Background: an optimization exercise with open tools, aiming at small area, a short achievable clock period and few clock cycles. Do not read the settings as production practice.
At most, simulation tests tie the RTL to the original design; equivalence was not proved.
Only the layout flow was run in run 1; the RTL was not checked for function there.
Power figures rest on the tool's default switching activity, not on a simulated workload.

==> flow/design.v <==
package akr_pkg;
    localparam int TIME_BITS    = 48;
    localparam int AXIS_BITS    = 3;
    localparam int LEVEL_BITS   = 16;
    localparam int ENTRY_BITS   = 4;
    localparam int KEY_BITS     = 3;
    localparam int CFG_BITS     = 16;
    localparam int CFG_IDX_BITS = 3;
    localparam logic [CFG_BITS-1:0] RST_STICK_PRESS   = 16'd16000;
    localparam logic [CFG_BITS-1:0] RST_STICK_RELEASE = 16'd9000;
    localparam logic [CFG_BITS-1:0] RST_TRIG_PRESS    = 16'd20000;
    localparam logic [CFG_BITS-1:0] RST_TRIG_RELEASE  = 16'd8000;
    localparam logic [CFG_BITS-1:0] RST_REPEAT_DELAY  = 16'd400;
    localparam logic [CFG_BITS-1:0] RST_REPEAT_PERIOD = 16'd140;
    function automatic logic ge48(input logic [47:0] a, input logic [47:0] b);
        logic [63:0] g;
        logic [63:0] l;
        g = {16'd0, a & ~b};
        l = {16'd0, ~a & b};
        for (int k = 0; k < 6; k++)
        begin
            for (int i = 0; i < 64; i += (2 << k))
            begin
                g[i] = g[i + (1 << k)] | (~l[i + (1 << k)] & g[i]);
                l[i] = l[i + (1 << k)] | (~g[i + (1 << k)] & l[i]);
            end
        end
        ge48 = !l[0];
    endfunction
    function automatic logic [47:0] add48(input logic [47:0] a, input logic [15:0] b);
        logic [16:0] lo;
        logic [31:0] ones;
        lo      = {1'b0, a[15:0]} + {1'b0, b};
        ones[0] = 1'b1;
        for (int i = 1; i < 32; i++)
            ones[i] = ones[i - 1] & a[15 + i];
        add48 = {a[47:16] ^ (ones & {32{lo[16]}}), lo[15:0]};
    endfunction
endpackage
module analog_axis_key_repeater_top (
    input  logic                                  clk,
    input  logic                                  rst_n,
    input  logic                                  push,
    output logic                                  full,
    input  logic                                  cmd,
    input  logic [akr_pkg::AXIS_BITS-1:0]         axis_number,
    input  logic signed [akr_pkg::LEVEL_BITS-1:0] axis_level,
    input  logic [akr_pkg::TIME_BITS-1:0]         time_ms,
    input  logic                                  cfg_we,
    input  logic [akr_pkg::CFG_IDX_BITS-1:0]      cfg_addr,
    input  logic [akr_pkg::CFG_BITS-1:0]          cfg_wdata,
    output logic                                  empty,
    input  logic                                  pop,
    output logic [akr_pkg::ENTRY_BITS-1:0]        entry_index,
    output logic [akr_pkg::KEY_BITS-1:0]          key_code,
    output logic                                  is_release,
    output logic                                  last_of_run
);
    logic [15:0] sp_reg, sr_reg, tp_reg, tr_reg, dly_reg, per_reg;
    always_ff @(posedge clk or negedge rst_n)
    begin
        if (!rst_n)
        begin
            sp_reg  <= akr_pkg::RST_STICK_PRESS;
            sr_reg  <= akr_pkg::RST_STICK_RELEASE;
            tp_reg  <= akr_pkg::RST_TRIG_PRESS;
            tr_reg  <= akr_pkg::RST_TRIG_RELEASE;
            dly_reg <= akr_pkg::RST_REPEAT_DELAY;
            per_reg <= akr_pkg::RST_REPEAT_PERIOD;
        end
        else if (cfg_we)
        begin
            case (cfg_addr)
                3'd0: sp_reg  <= cfg_wdata;
                3'd1: sr_reg  <= cfg_wdata;
                3'd2: tp_reg  <= cfg_wdata;
                3'd3: tr_reg  <= cfg_wdata;
                3'd4: dly_reg <= cfg_wdata;
                3'd5: per_reg <= cfg_wdata;
                default: ;
            endcase
        end
    end
    logic        ir_v;
    logic        ir_c;
    logic [2:0]  ir_ax;
    logic [15:0] ir_lv;
    logic [47:0] ir_t;
    logic        pend_nz;
    logic        two;
    logic        ph;
    assign full = ir_v && ir_c && !ph && (pend_nz || two);
    always_ff @(posedge clk or negedge rst_n)
    begin
        if (!rst_n)
            ir_v <= 1'b0;
        else if (!full)
            ir_v <= push;
    end
    always_ff @(posedge clk)
    begin
        if (!full)
        begin
            ir_c  <= cmd;
            ir_ax <= axis_number;
            ir_lv <= axis_level;
            ir_t  <= time_ms;
        end
    end
    logic               upd;
    logic signed [17:0] lx, ln;
    logic signed [17:0] sp_s, sr_s, tp_s, tr_s;
    logic               ge_sp, le_sr, nge_sp, nle_sr, ge_tp, le_tr;
    logic [9:0]         pf;    
    logic [9:0]         rf;    
    assign upd    = ir_v && !ir_c;
    assign lx     = {{2{ir_lv[15]}}, ir_lv};
    assign ln     = -lx;
    assign sp_s   = {2'b00, sp_reg};
    assign sr_s   = {2'b00, sr_reg};
    assign tp_s   = {2'b00, tp_reg};
    assign tr_s   = {2'b00, tr_reg};
    assign ge_sp  = lx >= sp_s;
    assign le_sr  = lx <= sr_s;
    assign nge_sp = ln >= sp_s;
    assign nle_sr = ln <= sr_s;
    assign ge_tp  = lx >= tp_s;
    assign le_tr  = lx <= tr_s;
    always_ff @(posedge clk or negedge rst_n)
    begin
        if (!rst_n)
        begin
            pf <= '0;
            rf <= '1;
        end
        else
        begin
            if (cfg_we && cfg_addr == 3'd0)
                pf[7:0] <= {8{cfg_wdata == 16'd0}};
            if (cfg_we && cfg_addr == 3'd2)
                pf[9:8] <= {2{cfg_wdata == 16'd0}};
            if (upd)
            begin
                case (ir_ax)
                    3'd0: begin pf[1:0] <= {ge_sp, nge_sp}; rf[1:0] <= {le_sr, nle_sr}; end
                    3'd1: begin pf[3:2] <= {ge_sp, nge_sp}; rf[3:2] <= {le_sr, nle_sr}; end
                    3'd2: begin pf[5:4] <= {ge_sp, nge_sp}; rf[5:4] <= {le_sr, nle_sr}; end
                    3'd3: begin pf[7:6] <= {ge_sp, nge_sp}; rf[7:6] <= {le_sr, nle_sr}; end
                    3'd4: begin pf[8] <= ge_tp; rf[8] <= le_tr; end
                    3'd5: begin pf[9] <= ge_tp; rf[9] <= le_tr; end
                    default: ;
                endcase
            end
        end
    end
    logic        tick_go;
    logic        any_press;
    logic        any_cand;
    logic [15:0] step;
    logic [47:0] sum_s;
    logic [9:0]  held;
    logic [9:0]  pend;
    logic [9:0]  ev;
    logic [9:0]  fired;
    logic [9:0]  held_next;
    logic [7:0]  cand;
    logic [7:0]  due;
    logic [7:0]  we;
    logic [47:0] fire_reg [0:7];
    assign cand      = held[7:0] & ~rf[7:0];
    assign any_press = |(~held[7:0] & pf[7:0]);
    assign any_cand  = |cand;
    assign two       = any_press && any_cand;
    assign tick_go   = ir_v && ir_c && (ph || !pend_nz);
    assign step      = (ph || !any_press) ? per_reg : dly_reg;
    assign sum_s     = akr_pkg::add48(ir_t, step);
    genvar gi;
    generate
        for (gi = 0; gi < 8; gi++)
        begin : g_stick
            assign ev[gi]        = ph ? (cand[gi] && !pend[gi]) : !(two && cand[gi]);
            assign due[gi]       = akr_pkg::ge48(ir_t, fire_reg[gi]);
            assign fired[gi]     = ev[gi] && (held[gi] ? (rf[gi] || due[gi]) : pf[gi]);
            assign held_next[gi] = ev[gi] ? (held[gi] ? !rf[gi] : pf[gi]) : held[gi];
            assign we[gi]        = tick_go && ev[gi] && (held[gi] ? (!rf[gi] && due[gi]) : pf[gi]);
            always_ff @(posedge clk)
            begin
                if (we[gi])
                    fire_reg[gi] <= sum_s;
            end
        end
        for (gi = 8; gi < 10; gi++)
        begin : g_trig
            assign ev[gi]        = !ph;
            assign fired[gi]     = ev[gi] && (held[gi] ? rf[gi] : pf[gi]);
            assign held_next[gi] = ev[gi] ? (held[gi] ? !rf[gi] : pf[gi]) : held[gi];
        end
    endgenerate
    logic [9:0] low;
    logic [3:0] low_idx;
    logic       load;
    logic       ov;
    logic [3:0] o_idx;
    logic [2:0] o_key;
    logic       o_rel;
    logic       o_last;
    assign pend_nz = |pend;
    assign low     = pend & (~pend + 10'd1);
    assign load    = pend_nz && !ph && (!ov || pop);
    always_comb
    begin
        low_idx = 4'd0;
        for (int i = 9; i >= 0; i--)
            if (pend[i]) low_idx = 4'(i);
    end
    always_ff @(posedge clk or negedge rst_n)
    begin
        if (!rst_n)
        begin
            held <= '0;
            pend <= '0;
            ov   <= 1'b0;
            ph   <= 1'b0;
        end
        else
        begin
            if (tick_go)
            begin
                held <= held_next;
                pend <= (ph ? pend : 10'd0) | fired;
                ph   <= !ph && two;
            end
            else if (load)
            begin
                pend <= pend & ~low;
            end
            if (load)
                ov <= 1'b1;
            else if (pop)
                ov <= 1'b0;
        end
    end
    always_ff @(posedge clk)
    begin
        if (load)
        begin
            o_idx  <= low_idx;
            o_key  <= low_idx[3] ? {2'b10, low_idx[0]} : {1'b0, low_idx[1:0]};
            o_rel  <= |(low & ~held);
            o_last <= (pend & ~low) == 10'd0;
        end
    end
    assign empty       = !ov;
    assign entry_index = o_idx;
    assign key_code    = o_key;
    assign is_release  = o_rel;
    assign last_of_run = o_last;
endmodule
==> flow/run.sh <==
#!/bin/bash
# synth_recipe.tcl (not shown) runs the flow's synth.tcl, then flattens the netlist and writes it again
# the make line also repeats each setting of config.mk as NAME=value (left out here)
make -C /OpenROAD-flow-scripts/flow DESIGN_CONFIG=/design/flow/config.mk WORK_HOME=/design/flow/orfs CLKGATE_MAP_FILE= SYNTH_SCRIPT=/design/flow/synth_recipe.tcl finish
==> flow/config.mk <==
export PLATFORM = sky130hd
export DESIGN_NAME = analog_axis_key_repeater_top
export DESIGN_NICKNAME = analog_axis_key_repeater_top
export VERILOG_FILES = /design/flow/design.v
export SDC_FILE = /design/flow/constraint.sdc
export NUM_CORES = 4
export LEC_CHECK = 0
export ABC_CLOCK_PERIOD_IN_PS = 3000
export CAP_MARGIN = 20
export CORE_MARGIN = 2
export CORE_UTILIZATION = 40
export SETUP_SLACK_MARGIN = 5
export SLEW_MARGIN = 20
==> flow/constraint.sdc <==
create_clock -name core_clock -period 8.0 [get_ports {clk}]
set_input_delay 1.6000 -clock core_clock [delete_from_list [all_inputs] [get_ports {clk}]]
set_output_delay 1.6000 -clock core_clock [all_outputs]
set_load 0.01 [all_outputs]
==> results of run 1 <==
## critical path: stages (launching register included)
cell and delay, ps:
dfrtp_1 420, nor2b_4 150, nand2b_4 150, nor4b_4 310, buf_6 160, buf_12 110, nor2_4 60, mux2_4 230
ha_4 140, fa_2 220, a21o_1 170, a21oi_4 70, o21ai_2 200, nand3_2 120, o21ai_2 190, o211ai_1 130
buf_4 180, a2111oi_4 300, buf_6 170, nand4_1 110, buf_6 180, nor4_4 140, buf_6 160, nand4_1 140
xnor2_2 190, buf_6 150
## where the power goes
part	internal [W]	switching (W)
clock	0.00181	0.00132
combinational	0.00350	0.00443
sequential	0.00469	0.000509
total	0.0100	0.00626
## layout by cell type (no fill, tap or decap), types with 11 or more instances in the layout
master | netlist | routed
inv_1 | 169 | 151
buf_4 | 2 | 158
a21oi_2 | 0 | 21
buf_8 | 0 | 11
mux2_2 | 89 | 82
xnor2_1 | 49 | 11
clkinv_1 | 7 | 11
buf_16 | 0 | 39
nor3_1 | 33 | 23
xnor2_4 | 0 | 32
clkdlybuf4s50_1 | 0 | 87
dfstp_2 | 38 | 38
nor2b_1 | 130 | 123
clkinvlp_4 | 0 | 13
nand4_1 | 21 | 21
nor2_1 | 115 | 99
o21ai_2 | 0 | 17
buf_12 | 0 | 43
maj3_2 | 5 | 70
o22ai_1 | 12 | 12
ha_1 | 116 | 107
a21oi_1 | 128 | 97
o221ai_1 | 15 | 11
clkbuf_1 | 66 | 17
nand2_1 | 122 | 111
dfrtp_1 | 101 | 96
o21ai_1 | 1 | 17
edfxtp_1 | 459 | 459
a21o_1 | 21 | 20
nand2b_1 | 144 | 135
a21oi_4 | 0 | 11
o21ai_0 | 167 | 129
o21a_1 | 41 | 38
dlygate4sd2_1 | 0 | 11
clkinv_2 | 0 | 14
maj3_1 | 340 | 275
clkbuf_16 | 0 | 83
buf_6 | 0 | 83
nand3_1 | 38 | 25
## stage by stage
| step | cells | power, W | util [%] | hold WS (ps) |
|---|---|---|---|---|
| after global placement | 3757 | 0.0106 | 43.8 | 472 |
| after CTS | 4144 | 0.0157 | 52.8 | 495 |
| after floorplan | 2669 | 0.00895 | - | 452 |
| after detailed placement | 3758 | 0.0107 | 43.8 | 487 |
| final | 4216 | 0.0163 | 54.4 | 474 |
| after global routing | 4216 | 0.0170 | 54.4 | 502 |
## final cells by class
type	instances	area [sq um]	share of cell area [%]
Timing Repair Buffer	443	5400	12.6
Inverter	179	729	1.70
Tap cell	1050	1310	3.07
Sequential cell	598	17300	40.4
Timing Repair inverter	1	7.51	0.0175
Clock buffer	98	2030	4.75
Multi-Input combinational cell	1820	15900	37.0
Clock inverter	27	180	0.421
## final timing paths
path	startpoint	to	slack, ps	depth (start not counted)
setup reg to reg	pf[3]	fire_reg[5][46]	3180	25
setup / recovery	pf[3]	fire_reg[5][46]	3180	25
max in group asynchronous	rst_n	sr_reg[12]	5590	2
min in group asynchronous	rst_n	pend[5]	1000	1
hold reg to reg	rf[7]	rf[7]	470	2
hold / removal	rf[7]	rf[7]	470	2
## kinds of logic (layout without fill, tap and decap cells)
group	after synthesis	count (layout)	synth area share, %
xor+xnor	57	57	1.58
flops	598	598	54.6
fa+ha+maj	462	462	15.6
simple gates	685	686	11.6
buf+inv	256	748	3.06
mux	94	94	3.32
compound gates	517	521	10.3
## routing by layer
layer  vias up  GRT usage (%)  wire (microns)
met4         0           9.63            5080
met2       867           41.0           48300
met3       265           4.07            6900
met5         -              0               0
met1     11800           31.1           40600
li1      10800              -               -
## repair_timing
| item | in CTS | in global routing |
|---|---|---|
| buffers inserted | 217 | 64 |
| cloned | 44 | 7 |
| setup endpoints to repair | 856 | 884 |
| resized for setup | 420 | 116 |
| hold buffers | 0 | 0 |
| pin swaps | 123 | 115 |
==> run notes, run 1 <==
synth top area cells edfxtp_1, maj3_1, dfrtp_1; IO Count 103; Hold WC Path Type reg2reg; drt drc 0; post-synthesis cell area 31700 sq um; vias 23700; Ys Warns 2; Worst slew margin 16.2%; Setup TNS 0 ps; pre-CTS setup slack 2190 ps; Max VDD drop 288 uV; Num CTS Buffers 71; Syn Nets 2878; ys async rst share 23.2%; row count 103; Die H 285 microns; Largest register FFs 384; cell taking the most area after synthesis edfxtp_1; Final min period 4820 ps; Syn Inst Count 2669; P&R area growth vs syn 35.2%; GRT Total Usage 24.3%; drt first pass iters 8; Avg Inst Size Synth 11.9 sq um; Vias/cell 5.63; Fin. Hold Viols 0; top-area cell type share of the netlist area 43.5%; Final #Nets 3323; final-report setup violation count 0; DRT iter0 DRCs 1771; # diodes 0; fin. max-slew vios 0; CP arrival 5180 ps; clk slew on worst S/H paths 60 ps; initial antenna violation count 0; Num Clock Sinks 598; Unique masters post-synth 76; Yosys reg bits 598; Die Footprint 81500 sq um; maximum clock frequency 208 MHz; RSZ-0062 raised after global routing yes; DP Area 34500 sq um; Die Wd 285 microns; drt wl/cell 23.9 microns; Critical Path Fanout Max 8; final period utilization 60.2%; Root Buffer clkbuf_16; initial core utilization 40.2%; final instance area 42800 sq um; HPWL Detailed 59100 microns; sequential area share after synthesis 54.6%; Worst setup EP type flip-flop; IO buf count 102; Setup CP Type reg2reg; fillcell total 6436; grt total ovfl 0; Leak 15.6 nW; RePlAce Congestion 0.865; largest net degree at the start of global routing 73; wirelength, routed 101000 microns; vias in the first global route 24200; Clock Tree Buf Depth 3; EDFF count, synth 459; Main synth FF type edfxtp_1; htree depth 3; status complete, no violations; PD cells 380 nW/um^2; MaxCap Viol Count 0; DRT antenna net count 0; core area 78700 sq um; CP Launch Type flip-flop; Slew @ Worst Pin 1240 ps; required time of the worst setup path 8360 ps; first-pass GRT wire length 150000 microns; later-pin clock latency in the skew report 630 ps; Commonest cells post-synth edfxtp_1, maj3_1, inv_1; count leader, synth edfxtp_1; share of cells above drive strength 1 29.3%; CTS tree done; min setup slack post-route 3180 ps; Final Skew 37.4 ps
==> run 2, diff against run 1 <==
--- a/flow/design.v
+++ b/flow/design.v
@@ -13,28 +13,4 @@
     localparam logic [CFG_BITS-1:0] RST_REPEAT_DELAY  = 16'd400;
     localparam logic [CFG_BITS-1:0] RST_REPEAT_PERIOD = 16'd140;
-    function automatic logic ge48(input logic [47:0] a, input logic [47:0] b);
-        logic [63:0] g;
-        logic [63:0] l;
-        g = {16'd0, a & ~b};
-        l = {16'd0, ~a & b};
-        for (int k = 0; k < 6; k++)
-        begin
-            for (int i = 0; i < 64; i += (2 << k))
-            begin
-                g[i] = g[i + (1 << k)] | (~l[i + (1 << k)] & g[i]);
-                l[i] = l[i + (1 << k)] | (~g[i + (1 << k)] & l[i]);
-            end
-        end
-        ge48 = !l[0];
-    endfunction
-    function automatic logic [47:0] add48(input logic [47:0] a, input logic [15:0] b);
-        logic [16:0] lo;
-        logic [31:0] ones;
-        lo      = {1'b0, a[15:0]} + {1'b0, b};
-        ones[0] = 1'b1;
-        for (int i = 1; i < 32; i++)
-            ones[i] = ones[i - 1] & a[15 + i];
-        add48 = {a[47:16] ^ (ones & {32{lo[16]}}), lo[15:0]};
-    endfunction
 endpackage
 module analog_axis_key_repeater_top (
@@ -88,7 +64,5 @@
     logic [47:0] ir_t;
     logic        pend_nz;
-    logic        two;
-    logic        ph;
-    assign full = ir_v && ir_c && !ph && (pend_nz || two);
+    assign full = ir_v && ir_c && pend_nz;
     always_ff @(posedge clk or negedge rst_n)
     begin
@@ -154,45 +128,37 @@
         end
     end
-    logic        tick_go;
-    logic        any_press;
-    logic        any_cand;
-    logic [15:0] step;
-    logic [47:0] sum_s;
+    logic        go;
+    logic [47:0] sum_d, sum_p;
     logic [9:0]  held;
     logic [9:0]  pend;
-    logic [9:0]  ev;
+    logic [9:0]  held_next;
     logic [9:0]  fired;
-    logic [9:0]  held_next;
-    logic [7:0]  cand;
     logic [7:0]  due;
-    logic [7:0]  we;
+    logic [7:0]  en_d, en_p;
     logic [47:0] fire_reg [0:7];
-    assign cand      = held[7:0] & ~rf[7:0];
-    assign any_press = |(~held[7:0] & pf[7:0]);
-    assign any_cand  = |cand;
-    assign two       = any_press && any_cand;
-    assign tick_go   = ir_v && ir_c && (ph || !pend_nz);
-    assign step      = (ph || !any_press) ? per_reg : dly_reg;
-    assign sum_s     = akr_pkg::add48(ir_t, step);
+    assign go    = ir_v && ir_c && !pend_nz;
+    assign sum_d = ir_t + {32'd0, dly_reg};
+    assign sum_p = ir_t + {32'd0, per_reg};
     genvar gi;
     generate
         for (gi = 0; gi < 8; gi++)
         begin : g_stick
-            assign ev[gi]        = ph ? (cand[gi] && !pend[gi]) : !(two && cand[gi]);
-            assign due[gi]       = akr_pkg::ge48(ir_t, fire_reg[gi]);
-            assign fired[gi]     = ev[gi] && (held[gi] ? (rf[gi] || due[gi]) : pf[gi]);
-            assign held_next[gi] = ev[gi] ? (held[gi] ? !rf[gi] : pf[gi]) : held[gi];
-            assign we[gi]        = tick_go && ev[gi] && (held[gi] ? (!rf[gi] && due[gi]) : pf[gi]);
+            assign due[gi]       = (ir_t >= fire_reg[gi]);
+            assign en_d[gi]      = !held[gi] && pf[gi];
+            assign en_p[gi]      = held[gi] && !rf[gi] && due[gi];
+            assign fired[gi]     = held[gi] ? (rf[gi] || due[gi]) : pf[gi];
+            assign held_next[gi] = held[gi] ? !rf[gi] : pf[gi];
             always_ff @(posedge clk)
             begin
-                if (we[gi])
-                    fire_reg[gi] <= sum_s;
+                if (go && en_d[gi])
+                    fire_reg[gi] <= sum_d;
+                else if (go && en_p[gi])
+                    fire_reg[gi] <= sum_p;
             end
         end
         for (gi = 8; gi < 10; gi++)
         begin : g_trig
-            assign ev[gi]        = !ph;
-            assign fired[gi]     = ev[gi] && (held[gi] ? rf[gi] : pf[gi]);
-            assign held_next[gi] = ev[gi] ? (held[gi] ? !rf[gi] : pf[gi]) : held[gi];
+            assign fired[gi]     = held[gi] ? rf[gi] : pf[gi];
+            assign held_next[gi] = held[gi] ? !rf[gi] : pf[gi];
         end
     endgenerate
@@ -207,5 +173,5 @@
     assign pend_nz = |pend;
     assign low     = pend & (~pend + 10'd1);
-    assign load    = pend_nz && !ph && (!ov || pop);
+    assign load    = pend_nz && (!ov || pop);
     always_comb
     begin
@@ -221,13 +187,11 @@
             pend <= '0;
             ov   <= 1'b0;
-            ph   <= 1'b0;
         end
         else
         begin
-            if (tick_go)
+            if (go)
             begin
                 held <= held_next;
-                pend <= (ph ? pend : 10'd0) | fired;
-                ph   <= !ph && two;
+                pend <= fired;
             end
             else if (load)
--- a/flow/config.mk
+++ b/flow/config.mk
@@ -6,8 +6,6 @@
 export NUM_CORES = 4
 export LEC_CHECK = 0
-export ABC_CLOCK_PERIOD_IN_PS = 3000
 export CAP_MARGIN = 20
 export CORE_MARGIN = 2
 export CORE_UTILIZATION = 40
-export SETUP_SLACK_MARGIN = 5
 export SLEW_MARGIN = 20
==> run 2 against run 1 <==
  * Still clean on timing, DRC and antenna
  * Sequential cell count decreased by 1
  * Sequential share of layout area decreased by 1.0 points
  * Combinational power decreased by 15%
  * Register-to-register slack improved by 270 ps
  * Clock power increased by 5%
  * Clock skew decreased by 8.6 ps
  * Area after synthesis increased by 23%
  * Fmax increased by 5.9%
  * Clock-buffer cell count decreased by 7
  * Worst setup slack improved by 270 ps
  * Critical endpoint is now fire_reg[3][1]
  * Largest cell class is now multi-input gates
==> run notes, run 2 <==
RR Endpoint fire_reg[3][1] (was fire_reg[5][46]); PD cells 343 nW/um^2 (was 380 nW/um^2); Clock Tree Buf Depth 3 (unchanged); CTS tree done (unchanged); combinational share of power 44.9% (was 48.8%); Main synth FF type edfxtp_1 (unchanged); Hold WS 496 ps (was 474 ps); Syn Inst Count 3805 (was 2669); Root Buffer clkbuf_16 (unchanged); Unique masters post-synth 88 (was 76); initial antenna violation count 1 (was 0); DRT antenna net count 0 (unchanged); Critical R2R Launch ir_t[47] (was pf[3]); Clock power frac 21.9% (was 19.2%); required time of the worst setup path 8240 ps (was 8360 ps); Num Clock Sinks 597 (was 598); Critical Path Fanout Max 32 (was 8); DRT iter0 DRCs 1987 (was 1771); post-synthesis cell area 38800 sq um (was 31700 sq um); initial core utilization 40.3% (was 40.2%); GRT Total Usage 21.8% (was 24.3%); HPWL Detailed 75300 microns (was 59100 microns); Worst slew margin 23.4% (was 16.2%); Worst setup EP type flip-flop (unchanged); R2R cell count 10 (was 25); Commonest cells post-synth ha_1, inv_1, edfxtp_1 (was edfxtp_1, maj3_1, inv_1); Final min period 4550 ps (was 4820 ps); worst-path cell chain ha_1, nand2_1, nor3_1, nand4_1, nor3_1, nand2_1, a31oi_1, o21ai_0, o31ai_4, buf_4; top-area cell type share of the netlist area 35.5% (was 43.5%); Die Wd 316 microns (was 285 microns); Yosys reg bits 597 (was 598); P&R area growth vs syn 13.0% (was 35.2%); drt wl/cell 20.6 microns (was 23.9 microns); cell taking the most area after synthesis edfxtp_1 (unchanged); Switching Fraction 41.9% (was 38.5%); Avg Inst Size Synth 10.2 sq um (was 11.9 sq um); R2R setup slack 3450 ps (was 3180 ps); synth top area cells edfxtp_1, ha_1, dfrtp_1 (was edfxtp_1, maj3_1, dfrtp_1); Max VDD drop 239 uV (was 288 uV); count leader, synth ha_1 (was edfxtp_1); Critical-path top delay cell edfxtp_1 (was dfrtp_1); htree depth 3 (unchanged); Die H 316 microns (was 285 microns); Largest register FFs 384 (unchanged); fin. max-slew vios 0 (unchanged); crit path to fire_reg[3][1] (was fire_reg[5][46]); drt drc 0 (unchanged); most common cell after layout, fill and taps aside ha_1 (was edfxtp_1); clk slew on worst S/H paths 60 ps (about the same); status complete, no violations (unchanged); Leak 19.6 nW (was 15.6 nW); EDFF count, synth 459 (unchanged); MaxCap Viol Count 0 (unchanged); largest net degree at the start of global routing 71 (was 73); DP Area 41500 sq um (was 34500 sq um); P_sw 0.00629 W (was 0.00626 W); Final Skew 28.8 ps (was 37.4 ps); most frequent cells in the layout ha_1, inv_1, edfxtp_1, nand2_1, nor2_1 (was edfxtp_1, maj3_1, buf_4, inv_1, nand2b_1); Syn Nets 4414 (was 2878); Setup CP Type reg2reg (unchanged); IO Count 103 (unchanged); first-pass GRT wire length 166000 microns (was 150000 microns); RePlAce Congestion 0.877 (was 0.865); slowest stage delay, CP 750 ps (was 420 ps); grt total ovfl 0 (unchanged); share of cells above drive strength 1 7.89% (was 29.3%); Vias/cell 5.38 (was 5.63); CP startpoint ir_t[47] (was pf[3]); maximum clock frequency 220 MHz (was 208 MHz); Int Power 0.00874 W (was 0.0100 W); ys async rst share 23.1% (was 23.2%); core area 96400 sq um (was 78700 sq um); vias in the first global route 27400 (was 24200); Hold WC Path Type reg2reg (unchanged); Post CTS Setup Buffer Count 0 (was 217); row count 114 (was 103); Fin. Hold Viols 0 (unchanged); CP Launch Type flip-flop (unchanged); Num CTS Buffers 72 (was 71); drt first pass iters 5 (was 8); Gates resized, CTS repair 0 (was 420); Hold Buf Count CTS 0 (unchanged); Slew @ Worst Pin 1140 ps (was 1240 ps); sequential area share after synthesis 44.5% (was 54.6%); final instance area 43900 sq um (was 42800 sq um); Die Footprint 99600 sq um (was 81500 sq um); sequential power share 33.2% (was 32.0%); final-report setup violation count 0 (unchanged); IO buf count 102 (unchanged); wirelength, routed 108000 microns (was 101000 microns); vias 28300 (was 23700); Final #Nets 4534 (was 3323); final period utilization 56.8% (was 60.2%); RSZ-0062 raised after global routing no (was yes); Ys Warns 2 (unchanged); # diodes 0 (unchanged); later-pin clock latency in the skew report 630 ps (about the same); Setup TNS 0 ps (unchanged); CP arrival 4780 ps (was 5180 ps)
## run 2: changes by cell type after synthesis, sizes merged, moves of 121 or more
cell	change
nand2	+207
xor2	+173
ha	+399
inv	+305
maj3	-343
nand2b	-121
nor2	+179
## run 2: kinds of logic (layout without fill, tap and decap cells)
kind of cell	count (synthesis)	after routing	share of synthesized area (%)
multiplexers	86	86	2.41
AO/OA/AOI/OAI	752	752	12.2
AND/OR/NAND/NOR	972	972	11.7
adder cells (fa/ha/maj)	519	519	16.8
buffers and inverters	591	764	5.96
flip-flops	597	597	44.5
XOR/XNOR	288	288	6.50
## run 2: final cells by class
type / instances / area [sq um]
Clock buffer: 91 / 1980
Clock inverter: 36 / 348
Fill cell: 9134 / 52600
Inverter: 478 / 1790
Multi-Input combinational cell: 2617 / 19400
Sequential cell: 597 / 17300
Tap cell: 1276 / 1600
Timing Repair Buffer: 159 / 1500
## run 2: through the flow
stage               power, W  worst slack, ps  instances  utilization (%)
floorplan            0.00932             1980       3805                -
detailed placement    0.0117             3520       5125             43.0
finish                0.0150             3450       5254             45.5
CTS                   0.0151             3510       5252             45.4
global route          0.0160             3270       5254             45.5
global placement      0.0116             3280       5123             43.0
## run 2: worst min-delay path by stage
stage / end / cells after the start / slack (ps) / startpoint
floorplan: sp_reg[0] / 2 / 450 / sp_reg[0]
global placement: tp_reg[0] / 2 / 470 / tp_reg[0]
detailed placement: tp_reg[0] / 2 / 490 / tp_reg[0]
CTS: rf[7] / 2 / 500 / rf[7]
global route: rf[7] / 2 / 500 / rf[7]
finish: rf[7] / 2 / 500 / rf[7]
## run 2: routing by layer
metal,up-vias,global-route usage (%),part of all wire (%)
li1,13600,-,-
met1,13700,30.7,46
met2,759,35.4,46
met3,165,2.54,5.4
met4,0,6.56,2.6
met5,-,0,0
## run 2: critical path: cells and delay by family, from the launching register on
kind            cells  cell delay (ps)
compound gates      3             1190
simple gates        5             1130
flops               1              750
buf+inv             1              580
fa+ha+maj           1              480
## run 2: power by group through the flow
stage,Sequential (W),Combinational (W),Clock [W]
after detailed placement,0.00504,0.00667,0
after global routing,0.00506,0.00751,0.00347
after global placement,0.00503,0.00654,0
final,0.00499,0.00675,0.00329
after CTS,0.00499,0.00672,0.00334
after floorplan,0.00490,0.00442,0
Testbench counts of run 2, summed over its fixed seeds: cycles 11,476.

[afterwards: timing with drivers on the ports]
No port has a modelled driver above. Below, the same layouts with a new extraction and two added sets of constraints. Step 1 assumes that a clkbuf_16 drives the clock port and a buf_2 every other input. Step 2 adds t to the input delays and takes it off the output delays; t is the mean of the earliest and latest rising clock arrival at the registers after step 1. Input paths then give back, and output paths get back, about the clock's delay inside the block. a / b / c = ideal ports / drivers / drivers and shift; a / b = the first two.
| run | shift t [ns] | slack for setup (ns) | latest minus earliest clock arrival (ns) | worst slew at a driven data input, ns | pins driven straight from the clock port |
|---|---|---|---|---|---|
| run 1 | 0.681 | 3.183 / 3.183 / 3.183 | 0.042 / 0.041 | 0.05 | 1 |
| run 2 | 0.678 | 3.453 / 3.453 / 3.453 | 0.029 / 0.029 | 0.07 | 1 |
After both steps every run listed still meets setup and hold.
